What follows belongs to an exercise in optimizing a design on an open flow for small area, a short achievable clock period and few clock cycles per item; a production flow would make more cautious choices.
Where RTL was checked, it was by simulation tests only, not by an equivalence proof against the original.
No functional check of the RTL was part of run 1.

==> flow/config.mk <==
export PLATFORM = sky130hd
export DESIGN_NAME = modular_exponentiation_core
export DESIGN_NICKNAME = modular_exponentiation_core
export VERILOG_FILES = /design/flow/design.v
export SDC_FILE = /design/flow/constraint.sdc
export NUM_CORES = 4
export LEC_CHECK = 0
export CAP_MARGIN = 20
export CORE_MARGIN = 2
export CORE_UTILIZATION = 40
export SLEW_MARGIN = 20
==> flow/constraint.sdc <==
create_clock -name core_clock -period 9.0 [get_ports {clk}]
set_input_delay 1.8000 -clock core_clock [delete_from_list [all_inputs] [get_ports {clk}]]
set_output_delay 1.8000 -clock core_clock [all_outputs]
set_load 0.01 [all_outputs]
==> flow/design.v <==
package mexp_pkg;
    localparam int OPERAND_WIDTH_DEF = 32;
endpackage
module modular_exponentiation_core #(
    parameter int OPERAND_WIDTH = mexp_pkg::OPERAND_WIDTH_DEF
) (
    input  logic                            clk,
    input  logic                            rst_n,
    input  logic                            start,
    output logic                            busy,
    input  logic signed [OPERAND_WIDTH-1:0] base_value,
    input  logic        [OPERAND_WIDTH-1:0] exponent,
    input  logic        [OPERAND_WIDTH-1:0] modulus,
    output logic        [OPERAND_WIDTH-1:0] power_result,
    output logic                            modulus_zero,
    output logic                            done
);
    localparam int W  = 32;
    localparam int AW = 33;    
    localparam int TB = 26;    
    typedef enum logic [3:0] {
        S_IDLE  = 4'd0,
        S_NORM  = 4'd1,
        S_EXPZ  = 4'd2,
        S_MUL   = 4'd3,
        S_CONV  = 4'd4,
        S_FIX   = 4'd5,
        S_FCONV = 4'd6,
        S_SHR   = 4'd7,
        S_DONE  = 4'd8
    } state_t;
    state_t          st;
    logic [W-1:0]    n_reg;      
    logic [W-1:0]    e_reg;      
    logic [W-1:0]    b_reg;      
    logic [AW-1:0]   r_reg;      
    logic [AW-1:0]   s_reg;      
    logic [AW-1:0]   c_reg;      
    logic [4:0]      sh_reg;     
    logic [4:0]      j_reg;      
    logic [4:0]      ec_reg;     
    logic            first_reg;  
    logic            sq_reg;     
    logic            ybit_reg;   
    logic            mz_reg;     
    logic            fix;
    logic            dh, dl;         
    logic [AW:0]     a34;            
    logic [AW:0]     da;             
    logic            da_cin;
    logic [AW:0]     s2, c2;         
    logic [7:0]      h;              
    logic [6:0]      nt;             
    logic signed [9:0] t3n, t1n;     
    logic signed [8:0] th1, th2, th3, th4;
    logic signed [8:0] hs;
    logic            q1, q2, q3, q4;
    logic            x_zero, x_two, x_inv;
    logic [AW-1:0]   xq;             
    logic [AW-1:0]   r1s, r1c, r2s, r2c;
    assign fix = (st == S_FIX);
    always_comb
    begin
        if (fix)
        begin
            dh = 1'b0;
            dl = 1'b1;
        end
        else if (first_reg)
        begin
            dh = sq_reg ? r_reg[32] : b_reg[31];
            dl = sq_reg ? r_reg[31] : b_reg[31];
        end
        else
        begin
            dh = 1'b0;
            dl = ybit_reg;
        end
    end
    assign a34 = {r_reg[32], r_reg};
    always_comb
    begin
        case ({dh, dl})
            2'b01:   da = a34;
            2'b11:   da = ~a34;
            2'b10:   da = ~{r_reg, 1'b0};
            default: da = '0;
        endcase
    end
    assign da_cin = dh;
    assign s2 = first_reg || fix ? '0 : {s_reg, 1'b0};
    assign c2 = first_reg || fix ? '0 : {c_reg, 1'b0};
    assign h  = s2[33:26] + c2[33:26] + da[33:26];
    assign hs = {h[7], h};
    assign nt = n_reg[31:25];
    assign t1n = $signed({3'b000, nt}) - 10'sd3;
    assign t3n = $signed({2'b00, nt, 1'b0}) + $signed({3'b000, nt}) - 10'sd3;
    always_comb
    begin
        if (fix)
        begin
            th1 = -9'sd256;
            th2 = 9'sd0;
            th3 = 9'sd255;
            th4 = 9'sd255;
        end
        else
        begin
            th1 = 9'((-t3n - 10'sd6) >>> 2);
            th2 = 9'((-t1n - 10'sd6) >>> 2);
            th3 = 9'(t1n >>> 2);
            th4 = 9'(t3n >>> 2);
        end
    end
    assign q1 = (hs >= th1);
    assign q2 = (hs >= th2);
    assign q3 = (hs >= th3);
    assign q4 = (hs >= th4);
    assign x_zero = q2 & ~q3;
    assign x_two  = ~q1 | q4;
    assign x_inv  = q3;
    assign xq = x_zero ? '0 :
                ((x_two ? {n_reg, 1'b0} : {1'b0, n_reg}) ^ {AW{x_inv}});
    assign r1s = s2[AW-1:0] ^ c2[AW-1:0] ^ da[AW-1:0];
    assign r1c = {(s2[AW-2:0] & c2[AW-2:0]) | (s2[AW-2:0] & da[AW-2:0]) |
                  (c2[AW-2:0] & da[AW-2:0]), da_cin};
    assign r2s = r1s ^ r1c ^ xq;
    assign r2c = {(r1s[AW-2:0] & r1c[AW-2:0]) | (r1s[AW-2:0] & xq[AW-2:0]) |
                  (r1c[AW-2:0] & xq[AW-2:0]), x_inv};
    logic [AW-1:0] sum;
    logic [AW-1:0] one_s;
    logic [4:0]    s_end;
    logic          last_step;
    logic [4:0]    jm1;
    logic [31:0]   yw;
    assign sum = s_reg + c_reg;
    always_comb
    begin
        one_s = '0;
        if (sh_reg != 5'd31)
            one_s[sh_reg] = 1'b1;
    end
    assign s_end     = sq_reg ? sh_reg : 5'd0;
    assign last_step = (j_reg == s_end);
    assign jm1       = j_reg - 5'd1;
    assign yw        = {1'b0, (sq_reg ? r_reg[30:0] : b_reg[30:0])};
    always_ff @(posedge clk or negedge rst_n)
    begin
        if (!rst_n)
            st <= S_IDLE;
        else
        begin
            case (st)
                S_IDLE, S_DONE:
                    st <= start ? S_NORM : S_IDLE;
                S_NORM:
                    if (n_reg == '0)
                        st <= S_DONE;
                    else if (n_reg[31])
                        st <= S_EXPZ;
                S_EXPZ:
                    if (e_reg[31])
                        st <= S_MUL;
                    else if (ec_reg == 5'd0)
                        st <= S_FIX;
                S_MUL:
                    if (last_step)
                        st <= S_CONV;
                S_CONV:
                    if ((!sq_reg || !e_reg[31]) && ec_reg == 5'd0)
                        st <= S_FIX;
                    else
                        st <= S_MUL;
                S_FIX:
                    st <= S_FCONV;
                S_FCONV:
                    st <= (sh_reg == 5'd0) ? S_DONE : S_SHR;
                S_SHR:
                    if (sh_reg == 5'd1)
                        st <= S_DONE;
                default:
                    st <= S_IDLE;
            endcase
        end
    end
    always_ff @(posedge clk)
    begin
        s_reg <= r2s;
        c_reg <= r2c;
        case (st)
            S_IDLE, S_DONE:
            begin
                n_reg  <= modulus;
                e_reg  <= exponent;
                b_reg  <= base_value;
                sh_reg <= 5'd0;
            end
            S_NORM:
            begin
                mz_reg <= (n_reg == '0);
                ec_reg <= 5'd31;
                if (!n_reg[31])
                begin
                    n_reg  <= {n_reg[30:0], 1'b0};
                    sh_reg <= sh_reg + 5'd1;
                end
                else
                    r_reg <= one_s;
            end
            S_EXPZ:
            begin
                if (e_reg[31])
                begin
                    sq_reg    <= 1'b0;
                    first_reg <= 1'b1;
                    j_reg     <= 5'd31;
                end
                else
                begin
                    e_reg  <= {e_reg[30:0], 1'b0};
                    ec_reg <= ec_reg - 5'd1;
                end
            end
            S_MUL:
            begin
                first_reg <= 1'b0;
                j_reg     <= jm1;
                ybit_reg  <= yw[jm1];
            end
            S_CONV:
            begin
                r_reg     <= sum;
                first_reg <= 1'b1;
                j_reg     <= 5'd31;
                if (sq_reg && e_reg[31])
                    sq_reg <= 1'b0;
                else
                begin
                    sq_reg <= 1'b1;
                    e_reg  <= {e_reg[30:0], 1'b0};
                    ec_reg <= ec_reg - 5'd1;
                end
            end
            S_FCONV:
                r_reg <= sum;
            S_SHR:
            begin
                r_reg  <= {1'b0, r_reg[AW-1:1]};
                sh_reg <= sh_reg - 5'd1;
            end
            default: ;
        endcase
    end
    assign busy         = (st != S_IDLE) && (st != S_DONE);
    assign done         = (st == S_DONE);
    assign power_result = mz_reg ? '0 : r_reg[W-1:0];
    assign modulus_zero = mz_reg;
endmodule
==> flow/run.sh <==
#!/bin/bash
# synth_recipe.tcl (not shown) runs the flow's synth.tcl, then flattens the netlist and writes it again
# the make line also repeats each setting of config.mk as NAME=value (left out here)
make -C /OpenROAD-flow-scripts/flow DESIGN_CONFIG=/design/flow/config.mk WORK_HOME=/design/flow/orfs CLKGATE_MAP_FILE= SYNTH_SCRIPT=/design/flow/synth_recipe.tcl finish
==> summary.md, run 1 <==
| Metric | Value |
|---|---|
| Vias in the first global route | 12170 |
| Vias per inst | 5.441 |
| Core Util, Final | 0.4750 |
| Hold crit path type | reg2reg |
| Slew at the pin closest to its max-slew limit | 1061 ps |
| Critical Path RT | 9500 ps |
| Critical path capture point type | flop |
| Reg-to-reg endpoint | s_reg[10]$_DFF_P_ |
| Met2 wire length | 21.38 mm |
| Reg2Reg Launch Point | st[1]$_DFFE_PN0P_ |
| First-pass DRT Iterations | 5 |
| Syn Nets | 1824 |
| Die X | 203 um |
| Final RePlAce weighted congestion | 0.8769 |
| Cell Area, Synth | 15840 um2 |
| Die Y | 203 um |
| Layout cells sized above 1 | 0.06473 |
| Finish-stage setup viols | 0 |
| CP arrival | 8620 ps |
| Synth area leaders | edfxtp_1, dfxtp_1, fa_1 |
| Worst hold start | e_reg[27]$_DFFE_PP_ |
| Top FF cell, synth | edfxtp_1 |
| Avg Inst Size Synth | 10.12 um2 |
| Die area | 41210 um2 |
| Antenna Cells | 0 |
| Period utilization | 0.9027 |
| Final TNS setup | 0 ps |
| Multi-input gate area | 9228 um2 |
| Max-slew violations | 0 |
| Hold Path Depth | 1 |
| Synth Instances | 1565 |
| Clk pin slew, worst setup/hold paths | 60 ps |
| Number of library cell types mapped by synthesis | 84 |
| Post-DP HPWL | 31.92 mm |
| Wire length per cell | 19.22 um |
| Post-CTS Hold Buffers | 0 |
| Crit path time final | 8125 ps |
| CP peak stage delay | 780 ps |
| CTS Sinks | 218 |
| Number of max-cap violations | 0 |
| Gr usage total | 0.2051 |
| Hold endpoint | e_reg[28]$_DFFE_PP_ |
| Port Buffers | 133 |
| Synth-to-Final Area Change | 16.43% |
| Worst Clk Skew | 14.17 ps |
| Max Used Layer | met4 |
| Slowest-stage cell, CP | dfrtp_1 |
| Worst reg2reg path depth | 30 |
| Post-route ant nets | 0 |
| Hold Violations, Final | 0 |
| First-pass GRT wire length | 67.12 mm |
| F_max | 123.1 MHz |
| CP Class | reg2reg |
| Sequential cell area | 5866 um2 |
| Status | complete, no violations |
| Vias after detailed routing | 11980 |
| Synth warn | 1 |
| M1 WL | 18.40 mm |
| Slew HR | 0.2927 |
| Reg2Reg Setup Slack | 880 ps |
| Clock Latency Late Sink | 550 ps |
| FP Rows | 72 |
| CTS Buf Count | 26 |
| Seq/Total Area, Yosys | 0.3703 |
| Largest net degree at the start of global routing | 69 |
| Post-CTS sizing | 0 |
| Synth area leader | edfxtp_1 |
| Met3 WL | 1.310 mm |
| Fillcell total | 3607 |
| Synthesized flop and latch total | 218 |
| Yosys top cell area share | 0.2806 |
| Nets@finish | 1923 |
| Core area | 38830 um2 |
| CTS tree | done |
| Crit start category | flop |
| CTS Buffer Depth | 3 |
| Wire length after detailed routing | 42.32 mm |
| Initial antenna violation count | 0 |
| Worst Path Max Fanout | 33 |
| Grt ovf | 0 |
| Root Driver | clkbuf_16 |
| CTS H-tree depth | 1 |
| Initial Util | 0.4080 |
| Initial DRC count | 959 |
| Post-CTS setup buffer count | 0 |
| Ys async rst share | 0.01835 |
| Top-Level Pins | 134 |
| Post-synth EDFFs | 148 |
| Drc violations | 0 |
| RSZ-0062 raised after global routing | false |
[Yosys cell counts, drive strengths merged (13+ instances only)]
master	count
and2	17
clkbuf	64
buf	13
xor2	28
inv	114
nand2b	17
nor2	73
nor2b	52
a21oi	63
dfxtp	66
o21ai	72
a22o	34
a21o	32
mux2i	100
ha	95
nand3	21
nand2	206
a22oi	36
nor3	18
fa	65
mux4	19
xnor2	44
edfxtp	148
o221ai	27
[logic make-up after synthesis]
group	synth area share
and+or+nand+nor	0.1364
AOI/OAI and AO/OA	0.1502
DFF	0.3703
buffers and inverters	0.05087
adders and majority gates	0.1591
muxes	0.09163
xor gates and xnor gates	0.04147
[cell usage in the layout, fill, tap and decap left out, types with 16 or more instances in the layout]
cell / instances
a21o_1: 32
a21oi_1: 57
a22o_1: 34
a22oi_1: 36
buf_4: 16
clkbuf_16: 26
clkdlybuf4s50_1: 133
dfxtp_1: 66
edfxtp_1: 148
fa_1: 65
ha_1: 95
inv_1: 112
mux2i_1: 100
mux4_2: 19
nand2_1: 204
nand2b_1: 17
nand3_1: 20
nor2_1: 68
nor2b_1: 52
nor3_1: 17
o21ai_0: 65
o221ai_1: 27
xnor2_1: 43
xor2_1: 27
[through the flow]
| stage | setup WS (ps) | instances | hold WS (ps) | area (um2) |
|---|---|---|---|---|
| floorplan | 2083 | 1565 | 509.1 | 15840 |
| global placement | 1238 | 2153 | 521.7 | 17620 |
| detailed placement | 945.8 | 2153 | 529.6 | 17620 |
| CTS | 928.8 | 2201 | 545.4 | 18430 |
| global route | 283.5 | 2202 | 551.3 | 18440 |
| finish | 875.3 | 2202 | 542.6 | 18440 |
[per-layer routing]
metal  vias to the layer above  GRT usage
met5                         -          0
met4                         0    0.06257
met3                        67    0.02167
met2                       216     0.3628
met1                      5885     0.2639
li1                       5813          -
[layout make-up]
cell class                      count  area share
Timing Repair Buffer              150     0.07951
Clock inverter                      8    0.004003
Tap cell                          518     0.03514
Sequential cell                   218      0.3180
Multi-Input combinational cell   1154      0.5003
Clock buffer                       40     0.03976
Inverter                          114     0.02320
[worst max-delay path by stage]
stage                 startpoint           endpoint  slack, ps
3_3_place_gp   st[1]$_DFFE_PN0P_  s_reg[15]$_DFF_P_       1240
4_1_cts        st[1]$_DFFE_PN0P_  s_reg[22]$_DFF_P_        930
5_1_grt        st[1]$_DFFE_PN0P_   s_reg[8]$_DFF_P_        280
6_report       st[1]$_DFFE_PN0P_  s_reg[10]$_DFF_P_        880
3_5_place_dp   st[1]$_DFFE_PN0P_  s_reg[23]$_DFF_P_        950
2_1_floorplan  st[2]$_DFFE_PN0P_  s_reg[25]$_DFF_P_       2080
[worst max-delay path, delay by kind of cell, from the launching register on]
| family | cells | cell delay, ps |
|---|---|---|
| AOI/OAI and AO/OA | 9 | 1490 |
| xor gates and xnor gates | 2 | 780 |
| adders and majority gates | 5 | 2130 |
| buffers and inverters | 3 | 560 |
| DFF | 1 | 780 |
| muxes | 3 | 790 |
| and+or+nand+nor | 8 | 1480 |
==> run 2, diff against run 1 <==
--- a/flow/design.v
+++ b/flow/design.v
@@ -16,8 +16,8 @@
     output logic                            done
 );
     localparam int W  = 32;
-    localparam int AW = 33;    
-    localparam int TB = 26;    
+    localparam int AW = 34;    
+    localparam int RW = 33;    
     typedef enum logic [3:0] {
         S_IDLE  = 4'd0,
         S_NORM  = 4'd1,
@@ -33,7 +33,7 @@
     logic [W-1:0]    n_reg;      
     logic [W-1:0]    e_reg;      
     logic [W-1:0]    b_reg;      
-    logic [AW-1:0]   r_reg;      
+    logic [RW-1:0]   r_reg;      
     logic [AW-1:0]   s_reg;      
     logic [AW-1:0]   c_reg;      
     logic [4:0]      sh_reg;     
@@ -45,16 +45,15 @@
     logic            mz_reg;     
     logic            fix;
     logic            dh, dl;         
-    logic [AW:0]     a34;            
+    logic [AW:0]     a35;            
     logic [AW:0]     da;             
     logic            da_cin;
     logic [AW:0]     s2, c2;         
-    logic [7:0]      h;              
     logic [6:0]      nt;             
-    logic signed [9:0] t3n, t1n;     
+    logic signed [9:0] t3n, t1n;
     logic signed [8:0] th1, th2, th3, th4;
-    logic signed [8:0] hs;
-    logic            q1, q2, q3, q4;
+    logic [8:0]      e1u, e1v;       
+    logic [3:0]      qq;
     logic            x_zero, x_two, x_inv;
     logic [AW-1:0]   xq;             
     logic [AW-1:0]   r1s, r1c, r2s, r2c;
@@ -77,32 +76,30 @@
             dl = ybit_reg;
         end
     end
-    assign a34 = {r_reg[32], r_reg};
+    assign a35 = {{2{r_reg[32]}}, r_reg};
     always_comb
     begin
         case ({dh, dl})
-            2'b01:   da = a34;
-            2'b11:   da = ~a34;
-            2'b10:   da = ~{r_reg, 1'b0};
+            2'b01:   da = a35;
+            2'b11:   da = ~a35;
+            2'b10:   da = ~{r_reg[32], r_reg, 1'b0};
             default: da = '0;
         endcase
     end
     assign da_cin = dh;
     assign s2 = first_reg || fix ? '0 : {s_reg, 1'b0};
     assign c2 = first_reg || fix ? '0 : {c_reg, 1'b0};
-    assign h  = s2[33:26] + c2[33:26] + da[33:26];
-    assign hs = {h[7], h};
     assign nt = n_reg[31:25];
-    assign t1n = $signed({3'b000, nt}) - 10'sd3;
-    assign t3n = $signed({2'b00, nt, 1'b0}) + $signed({3'b000, nt}) - 10'sd3;
+    assign t1n = 10'({3'b000, nt}) - 10'd3;
+    assign t3n = 10'({2'b00, nt, 1'b0}) + 10'({3'b000, nt}) - 10'd3;
     always_comb
     begin
         if (fix)
         begin
-            th1 = -9'sd256;
+            th1 = -9'sd200;
             th2 = 9'sd0;
-            th3 = 9'sd255;
-            th4 = 9'sd255;
+            th3 = 9'sd200;
+            th4 = 9'sd200;
         end
         else
         begin
@@ -112,28 +109,40 @@
             th4 = 9'(t3n >>> 2);
         end
     end
-    assign q1 = (hs >= th1);
-    assign q2 = (hs >= th2);
-    assign q3 = (hs >= th3);
-    assign q4 = (hs >= th4);
-    assign x_zero = q2 & ~q3;
-    assign x_two  = ~q1 | q4;
-    assign x_inv  = q3;
+    assign e1u = s2[34:26] ^ c2[34:26] ^ da[34:26];
+    assign e1v = {(s2[33:26] & c2[33:26]) | (s2[33:26] & da[33:26]) |
+                  (c2[33:26] & da[33:26]), 1'b0};
+    function automatic logic est_ge(input logic [8:0] u, input logic [8:0] v,
+                                    input logic [8:0] th);
+        logic [8:0] k, u2, v2, z;
+        k  = ~th;       
+        u2 = u ^ v ^ k;
+        v2 = {(u[7:0] & v[7:0]) | (u[7:0] & k[7:0]) | (v[7:0] & k[7:0]), 1'b1};
+        z  = u2 + v2;
+        est_ge = !z[8];
+    endfunction
+    assign qq[0] = est_ge(e1u, e1v, th1);
+    assign qq[1] = est_ge(e1u, e1v, th2);
+    assign qq[2] = est_ge(e1u, e1v, th3);
+    assign qq[3] = est_ge(e1u, e1v, th4);
+    assign x_zero = qq[1] & ~qq[2];
+    assign x_two  = ~qq[0] | qq[3];
+    assign x_inv  = qq[2];
     assign xq = x_zero ? '0 :
-                ((x_two ? {n_reg, 1'b0} : {1'b0, n_reg}) ^ {AW{x_inv}});
+                ((x_two ? {1'b0, n_reg, 1'b0} : {2'b00, n_reg}) ^ {AW{x_inv}});
     assign r1s = s2[AW-1:0] ^ c2[AW-1:0] ^ da[AW-1:0];
     assign r1c = {(s2[AW-2:0] & c2[AW-2:0]) | (s2[AW-2:0] & da[AW-2:0]) |
                   (c2[AW-2:0] & da[AW-2:0]), da_cin};
     assign r2s = r1s ^ r1c ^ xq;
     assign r2c = {(r1s[AW-2:0] & r1c[AW-2:0]) | (r1s[AW-2:0] & xq[AW-2:0]) |
                   (r1c[AW-2:0] & xq[AW-2:0]), x_inv};
-    logic [AW-1:0] sum;
-    logic [AW-1:0] one_s;
+    logic [RW-1:0] sum;
+    logic [RW-1:0] one_s;
     logic [4:0]    s_end;
     logic          last_step;
     logic [4:0]    jm1;
     logic [31:0]   yw;
-    assign sum = s_reg + c_reg;
+    assign sum = RW'(s_reg + c_reg);
     always_comb
     begin
         one_s = '0;
@@ -245,7 +254,7 @@
                 r_reg <= sum;
             S_SHR:
             begin
-                r_reg  <= {1'b0, r_reg[AW-1:1]};
+                r_reg  <= {1'b0, r_reg[RW-1:1]};
                 sh_reg <= sh_reg - 5'd1;
             end
             default: ;
==> run 2 against run 1 <==
Against the previous run:
- largest cell class unchanged
- critical path type unchanged
- global-route usage rose by 1.4 points
- synthesized cell count rose by 6.3%
- sequential share of layout area fell by 0.99 points
- first-iteration DRC count rose by 16%
- highest routed layer unchanged
==> summary.md, run 2 <==
| Metric | Value |
|---|---|
| Finish-stage setup viols | 0 (unchanged) |
| Initial antenna violation count | 0 (unchanged) |
| Status | complete, no violations |
| Multi-input gate area | 9804 um2 (+6.3%) |
| Top FF cell, synth | edfxtp_1 |
| Die X | 207.5 um (+2.2%) |
| CTS Buffer Depth | 3 (unchanged) |
| Drc violations | 0 (unchanged) |
| Post-CTS sizing | 0 (unchanged) |
| CTS Buf Count | 25 (-3.8%) |
| Most crowded layer after global routing | met2 |
| Synth-to-Final Area Change | 15.66% |
| Number of max-cap violations | 0 (unchanged) |
| Final WS setup | 1854 ps (+978.4 ps) |
| Synth Instances | 1663 (+6.3%) |
| F_max | 139.9 MHz (+14%) |
| Initial Util | 0.4058 (-0.002132) |
| Synth area leader | edfxtp_1 |
| Vias after detailed routing | 12690 (+5.9%) |
| Die area | 43070 um2 (+4.5%) |
| Most common cell after layout, fill and taps aside | nand2_1 |
| Post-CTS setup buffer count | 0 (unchanged) |
| Port Buffers | 133 (unchanged) |
| Hold Path Depth | 1 (unchanged) |
| Sequential cell area | 5906 um2 (+0.68%) |
| Post-route ant nets | 0 (unchanged) |
| Met3 Use GR | 0.02466 (+0.002990) |
| Root Driver | clkbuf_16 |
| Die Y | 207.5 um (+2.2%) |
| CP arrival | 7640 ps (-980 ps) |
| Crit start category | flop |
| Number of library cell types mapped by synthesis | 80 (-4.8%) |
| Largest net degree at the start of global routing | 69 (unchanged) |
| Worst Clk Skew | 13.84 ps (-0.3304 ps) |
| Wire length after detailed routing | 47.12 mm (+11%) |
| Top-Level Pins | 134 (unchanged) |
| Slew HR | 0.2763 (-0.01639) |
| Period utilization | 0.7940 (-0.1087) |
| Post-synth EDFFs | 148 (unchanged) |
| Dpl ws | 1957 ps (+1011 ps) |
| Worst Path Max Fanout | 54 (+64%) |
| Seq/Total Area, Yosys | 0.3564 (-0.01391) |
| Slew at the pin closest to its max-slew limit | 1077 ps (+16.29 ps) |
| Synth area leaders | edfxtp_1, fa_1, dfxtp_1 |
| Antenna Cells | 0 (unchanged) |
| CTS H-tree depth | 1 (unchanged) |
| Final TNS setup | 0 ps (unchanged) |
| Wire length per cell | 20.38 um (+6.1%) |
| Nets@finish | 2048 (+6.5%) |
| First-pass GRT wire length | 74.73 mm (+11%) |
| Most frequent cell after synthesis | nand2_1 |
| Fillcell total | 3835 (+6.3%) |
| Clk pin slew, worst setup/hold paths | 60 ps (about the same) |
| Grt ovf | 0 (unchanged) |
| Gr usage total | 0.2187 (+0.01360) |
| Critical path capture point type | flop |
| Syn Nets | 1950 (+6.9%) |
| Avg Inst Size Synth | 9.964 um2 (-1.6%) |
| Met2 usage | 0.3845 (+0.02171) |
| Top post-synthesis cells by count | nand2_1, edfxtp_1, inv_1 |
| Worst reg2reg path depth | 21 (-30%) |
| Crit path time final | 7146 ps (-978.4 ps) |
| Post-CTS Hold Buffers | 0 (unchanged) |
| Ys async rst share | 0.01818 (-0.0001668) |
| Yosys top cell area share | 0.2682 (-0.01237) |
| Core area | 40830 um2 (+5.2%) |
| Vias per inst | 5.490 (+0.89%) |
| Hold crit path type | reg2reg |
| Most frequent cells in the layout | nand2_1, edfxtp_1, inv_1 |
| CTS tree | done |
| Final RePlAce weighted congestion | 0.8647 (-1.4%) |
| Met1 GRT Util | 0.2775 (+0.01358) |
| Critical Path RT | 9490 ps (about the same) |
| Vias in the first global route | 12960 (+6.5%) |
| FP Rows | 74 (+2.8%) |
| CP Class | reg2reg |
| CTS Sinks | 220 (+0.92%) |
| Initial DRC count | 1114 (+16%) |
| Max-slew violations | 0 (unchanged) |
| RSZ-0062 raised after global routing | false |
| Synthesized flop and latch total | 220 (+0.92%) |
| Post-DP HPWL | 35.68 mm (+12%) |
| Hold Violations, Final | 0 (unchanged) |
| First-pass DRT Iterations | 5 (unchanged) |
| Clock Latency Late Sink | 550 ps (about the same) |
| Cell Area, Synth | 16570 um2 (+4.6%) |
| Synth warn | 1 (unchanged) |
| Layout cells sized above 1 | 0.06067 (-0.004053) |
## run 2: cell count changes after synthesis, sizes merged, moves of 22 or more
cell    before  now
nor2        73   99
o221ai      27    5
fa          65   94
o21ai       72  119
inv        114  147
a21oi       63   89
## run 2: cell families after synthesis
| logic type | synth area share |
|---|---|
| AND/OR/NAND/NOR | 0.1278 |
| multiplexers | 0.08653 |
| buffers and inverters | 0.05580 |
| flip-flops | 0.3564 |
| XOR/XNOR | 0.04115 |
| adder cells (fa/ha/maj) | 0.1845 |
| AO/OA/AOI/OAI | 0.1478 |
## run 2: layer usage
| layer | wire length, um | part of all wire |
|---|---|---|
| met1 | 19880 | 0.42 |
| met2 | 23620 | 0.50 |
| met3 | 2030 | 0.043 |
| met4 | 1595 | 0.034 |
| met5 | 0 | 0 |
## run 2: worst paths after layout
| kind | from | end | slack [ps] |
|---|---|---|---|
| worst max-delay path | st[0]$_DFFE_PN0P_ | s_reg[17]$_DFF_P_ | 1850 |
| worst min-delay path | e_reg[12]$_DFFE_PP_ | e_reg[13]$_DFFE_PP_ | 530 |
| worst max register to register | st[0]$_DFFE_PN0P_ | s_reg[17]$_DFF_P_ | 1850 |
| worst min register to register | e_reg[12]$_DFFE_PP_ | e_reg[13]$_DFFE_PP_ | 530 |
| max in group asynchronous | rst_n | st[0]$_DFFE_PN0P_ | 7350 |
| min in group asynchronous | rst_n | st[1]$_DFFE_PN0P_ | 1460 |
## run 2: stage by stage
step	hold WS (ps)	instances	instance area, um2	util
global route	552.6	2312	19170	0.4694
global placement	518.6	2265	18420	0.4512
floorplan	511.9	1663	16570	-
finish	530.5	2312	19170	0.4694
CTS	536.2	2311	19150	0.4690
detailed placement	522.5	2265	18420	0.4512
## run 2: critical path, stage by stage (launching register included)
cell	delay [ps]
dfrtp_1	900
nor4bb_4	310
buf_4	350
nor2_4	130
buf_4	310
and2_1	250
fa_1	620
fa_1	540
ha_1	280
a21o_1	160
a21o_1	160
a2111oi_0	540
o31ai_1	170
xnor2_1	320
or3b_1	200
a21oi_2	60
nor3_4	170
buf_4	500
mux2i_1	280
mux2i_1	250
fa_1	450
inv_1	80
## run 2: layout make-up
class                           count  area share
Inverter                          147     0.02879
Timing Repair Buffer              156     0.07886
Clock inverter                     10    0.002611
Multi-Input combinational cell   1211      0.5116
Sequential cell                   220      0.3081
Tap cell                          532     0.03473
Clock buffer                       36     0.03532
Testbench counts of run 2, summed over its fixed seeds: cycles 287,762, items 192.

[separate check: timing with driven ports]
In the flow no input, the clock included, has a driving cell. The finished layouts below were timed again as built, in two steps. Step 1 (the two cells are an assumption about what drives the block):
set clk [get_ports {clk}]
set_driving_cell -lib_cell sky130_fd_sc_hd__clkbuf_16 $clk
set_driving_cell -lib_cell sky130_fd_sc_hd__buf_2 [delete_from_list [all_inputs] $clk]
Step 2 also shifts input and output timing later by t, the mid clock arrival at the registers, as if the neighbouring blocks saw the same clock. Three values: ideal ports, drivers, drivers and shift; two values: the first two.
run | t (ns) | setup slack, ns | worst setup path at the end | worst data-port slew with drivers (ns) | cell pins on the clock port's net
run 1 | 0.603 | 0.875 / 0.875 / 0.875 | register to register | 0.06 | 1
run 2 | 0.593 | 1.854 / 1.854 / 1.854 | register to register | 0.06 | 1
After both steps setup and hold are still met in every run listed.
